Source: an optimization exercise on an open RTL-to-GDS flow (aim: small area). Production flows keep margins and buffers that such runs may drop. In this exercise RTL edits were held to simulation tests only and were not proved equivalent to the original. Power and IR drop assume default switching activity. No driver is modelled on the clock port, so clocking that relies on it looks cheaper here than on a real chip.

==> flow/design.v (excerpt) <==
module glyph_rain_engine
#(
    parameter int NUM_COLS   = 80,
    parameter int NUM_ROWS   = 40,
    parameter int GLYPH_H    = 12,
    parameter int NUM_GLYPHS = 51
) (
    input  logic        clk,
    input  logic        reset,
    input  logic        frame_tick,
    input  logic        pause,
    input  logic [1:0]  palette_sel,
    input  logic        display_on,
    input  logic [10:0] hpos,
    input  logic [9:0]  vpos,
    output logic [5:0]  glyph_index,
    output logic [2:0]  glyph_x,
    output logic [3:0]  glyph_y,
    input  logic        glyph_pixel,
    output logic [5:0]  rgb,
    output logic        busy,
    output logic        overrun
);
    function automatic logic [5:0] palette_lookup(input logic [1:0] sel, input logic [2:0] idx);
        logic [5:0] c;
        case ({sel, idx})
            5'd0:  c = 6'h04; 5'd1:  c = 6'h04; 5'd2:  c = 6'h08; 5'd3:  c = 6'h08;
            5'd4:  c = 6'h0C; 5'd5:  c = 6'h0C; 5'd6:  c = 6'h1D; 5'd7:  c = 6'h2E;
            5'd8:  c = 6'h10; 5'd9:  c = 6'h10; 5'd10: c = 6'h20; 5'd11: c = 6'h24;
  ...
clock: 15.0 ns
lec_check: 0
abc_area: 1
cap_margin: 0
core_margin: 2
core_utilization: 65
place_density: 0.7
slew_margin: 0
standard.sh (not shown) runs the stock make flow with config.mk's settings and CLKGATE_MAP_FILE= SYNTH_SCRIPT=/design/flow/synth_recipe.tcl, a recipe that flattens the netlist after the stock synthesis.
==> flow/flow/run.sh <==
#!/bin/bash
# Layout flow: the standard flow (standard.sh, all ORFS steps) with:
#  - a copy of ORFS's scripts folder in which only abc_area.script is
#    replaced by flow/abc_area.script, an area-oriented ABC mapping script
#    (synthesis is otherwise the standard one: same Yosys passes, same
#    register mapping and names; only the combinational mapping differs);
#  - port buffers of the smallest buffer cell;
#  - clock tree synthesis without dummy loads.
set -euo pipefail
here=$(pwd)
rm -rf "$here/orfs_scripts"
cp -r "$FLOW_HOME/scripts" "$here/orfs_scripts"
cp "$here/flow/abc_area.script" "$here/orfs_scripts/abc_area.script"
bash "$here/standard.sh" \
  "SCRIPTS_DIR=$here/orfs_scripts" \
  ABC_AREA=1 \
  "BUFFER_PORTS_ARGS=-buffer_cell sky130_fd_sc_hd__buf_1" \
  "CTS_ARGS=-sink_clustering_enable -repair_clock_nets -dont_use_dummy_load -sink_clustering_size 28 -sink_clustering_max_diameter 100 -buf_list sky130_fd_sc_hd__clkbuf_16" \
  finish > "$here/standard_make.log" 2>&1
==> flow/flow/abc_area.script <==
&get -n
&st
&dch
&nf -R 1000 -F 8 -A 4 -C 32
&put
Next try:
--- a/flow/design.v
+++ b/flow/design.v
@@ -132,38 +132,37 @@
                 4'b0101: enc_hs = {head, 3'd0};
                 4'b1001: enc_hs = {head, 3'd1};
                 4'b1010: enc_hs = {head, 3'd2};
                 default: enc_hs = {head, 3'd3};
             endcase
         end
     endfunction
-    function automatic logic [W-1:0] col_update(input logic [W-1:0] cur, input logic [4:0] rnd, input logic en);
+    function automatic logic [W-1:0] col_update(input logic [W-1:0] cur, input logic [4:0] rnd);
         logic [5:0] h;
         logic [2:0] tr;
         logic [5:0] sd;
         logic [1:0] spd, rem;
         h  = dec_head(cur[17:12], cur[11:10]);
         {spd, rem} = dec_ss(cur[17:12], cur[11:9]);
         tr = cur[8:6];
         sd = cur[5:0];
-        if (!en) begin
-        end else if (rem == 2'd0) begin
+        if (rem == 2'd0) begin
             sd = (sd == 6'd50) ? 6'd0 : sd + 6'd1;
             if (h == 6'd43 + {3'b000, tr}) begin
                 h   = 6'd0;
                 spd = rnd[1:0];
                 tr  = rnd[4:2];
             end else begin
                 h   = h + 6'd1;
             end
             rem = spd;
         end else begin
             rem = rem - 2'd1;
         end
-        col_update = {en ? enc_hs(h, spd, rem) : cur[17:9], tr, sd};
+        col_update = {enc_hs(h, spd, rem), tr, sd};
     endfunction
     logic [6:0]  kn;         
     logic [6:0]  ph;         
     logic        pw;         
     logic        owe;        
     logic        fresh;      
     logic [15:0] lfsr;       
@@ -228,24 +227,25 @@
     );
     function automatic logic [W-1:0] col_reset(input logic [6:0] c);
         logic [6:0] h;
         h = (c >= 7'(NUM_ROWS)) ? c - 7'(NUM_ROWS) : c;
         col_reset = {h[5:0], 3'd0, 3'd0, 6'd0};
     endfunction
     assign phys_cur  = fresh ? col_reset(ph) : ring_head;
-    assign ring_tail = col_update(phys_cur, lfsr[4:0], pw);
+    assign ring_tail = pw ? col_update(phys_cur, lfsr[4:0]) : ring_head;
     logic [7:0]  q;
     logic [6:0]  row;
     logic [1:0]  r3;
     logic        cp_lt_ph, cp_lt_kn, pend, cfresh;
     logic [5:0]  ch;
     logic [2:0]  ctr;
     logic [5:0]  csd;
     logic        cz;
     logic [6:0]  pdist;
+    logic [6:0]  pdm1;
     logic        vis;
     always_comb begin
         logic [1:0] r;
         logic [2:0] t;
         q = vpos[9:2];
         r = 2'd0;
         row = '0;
@@ -303,15 +303,19 @@
             3'b110: c = 6'd39; default: c = 6'd40;
         endcase
         y = {1'b0, sum[5:0]} + {1'b0, c};
         if (y >= 7'd102)     gidx = 6'(y - 7'd102);
         else if (y >= 7'd51) gidx = 6'(y - 7'd51);
         else                 gidx = y[5:0];
     end
-    assign pdist = {1'b0, ch} - row + {6'd0, inc};
+    logic [6:0] rowm1, rowi;
+    assign rowm1 = row - 7'd1;
+    assign rowi  = inc ? rowm1 : row;
+    assign pdist = {1'b0, ch} - rowi;
+    assign pdm1  = pdist - 7'd1;
     assign vis     = display_on && (s1_col < 8'(NUM_COLS)) && (vpos < 10'(NUM_ROWS * GLYPH_H));
     logic [1:0] s2_cls;
     logic [2:0] s2_idx;
     always_ff @(posedge clk or posedge reset) begin
         if (reset) begin
             glyph_index <= '0;
             glyph_x     <= '0;
@@ -330,15 +334,15 @@
             else if (pdist <= 7'd4 + {4'b0000, ctr})
                 s2_cls <= 2'd2;
             else
                 s2_cls <= 2'd0;
         end
     end
     always_ff @(posedge clk) begin
-        s2_idx <= (pdist[6:3] != 4'd0) ? 3'd0 : 3'd0 - pdist[2:0];
+        s2_idx <= 3'd7 - ((pdm1 > 7'd7) ? 3'd7 : pdm1[2:0]);
     end
     always_ff @(posedge clk or posedge reset) begin
         if (reset)
             rgb <= '0;
         else if (!glyph_pixel)
             rgb <= '0;
         else if (s2_cls == 2'd1)
Effect: Routed wire length went up by 1.9%; sequential power hardly moves; clock skew is about the same; non-clock buffer count went down by 16; setup slack degrades by 550 ps; final cell count went up by 0.31%; hold slack degrades by 9.5 ps; total power went up by 5.8%; design area is about the same; via count went up by 1.2%.

[static timing again, ports no longer ideal]
No port has a modelled driver above. Below, the same layouts with a new extraction and two added sets of constraints.
Step 1: set_driving_cell puts a clkbuf_16 on clk and a buf_2 on each other input, an assumption about the parent block.
Step 2 moves the port delays by t, midway between the first and last clock arrival at a register: inputs arrive t later, outputs are due t later. That takes back most of the time a late clock gives input paths.
Three values: ideal, step 1, step 2; two values: the first two.
run | shift t [ns] | slack for setup (ns) | hold slack, ns | pins driven straight from the clock port
the first run | 0.695 | 1.335 / 1.375 / 0.680 | 0.303 / 0.303 / 0.303 | 1
the second run | 0.707 | 0.783 / 0.823 / 0.117 | 0.293 / 0.293 / 0.293 | 1
After both steps setup and hold are still met in every run listed. For the second run, which loses most, drivers alone change the setup slack by +0.040 ns; drivers and shift together by -0.666 ns.
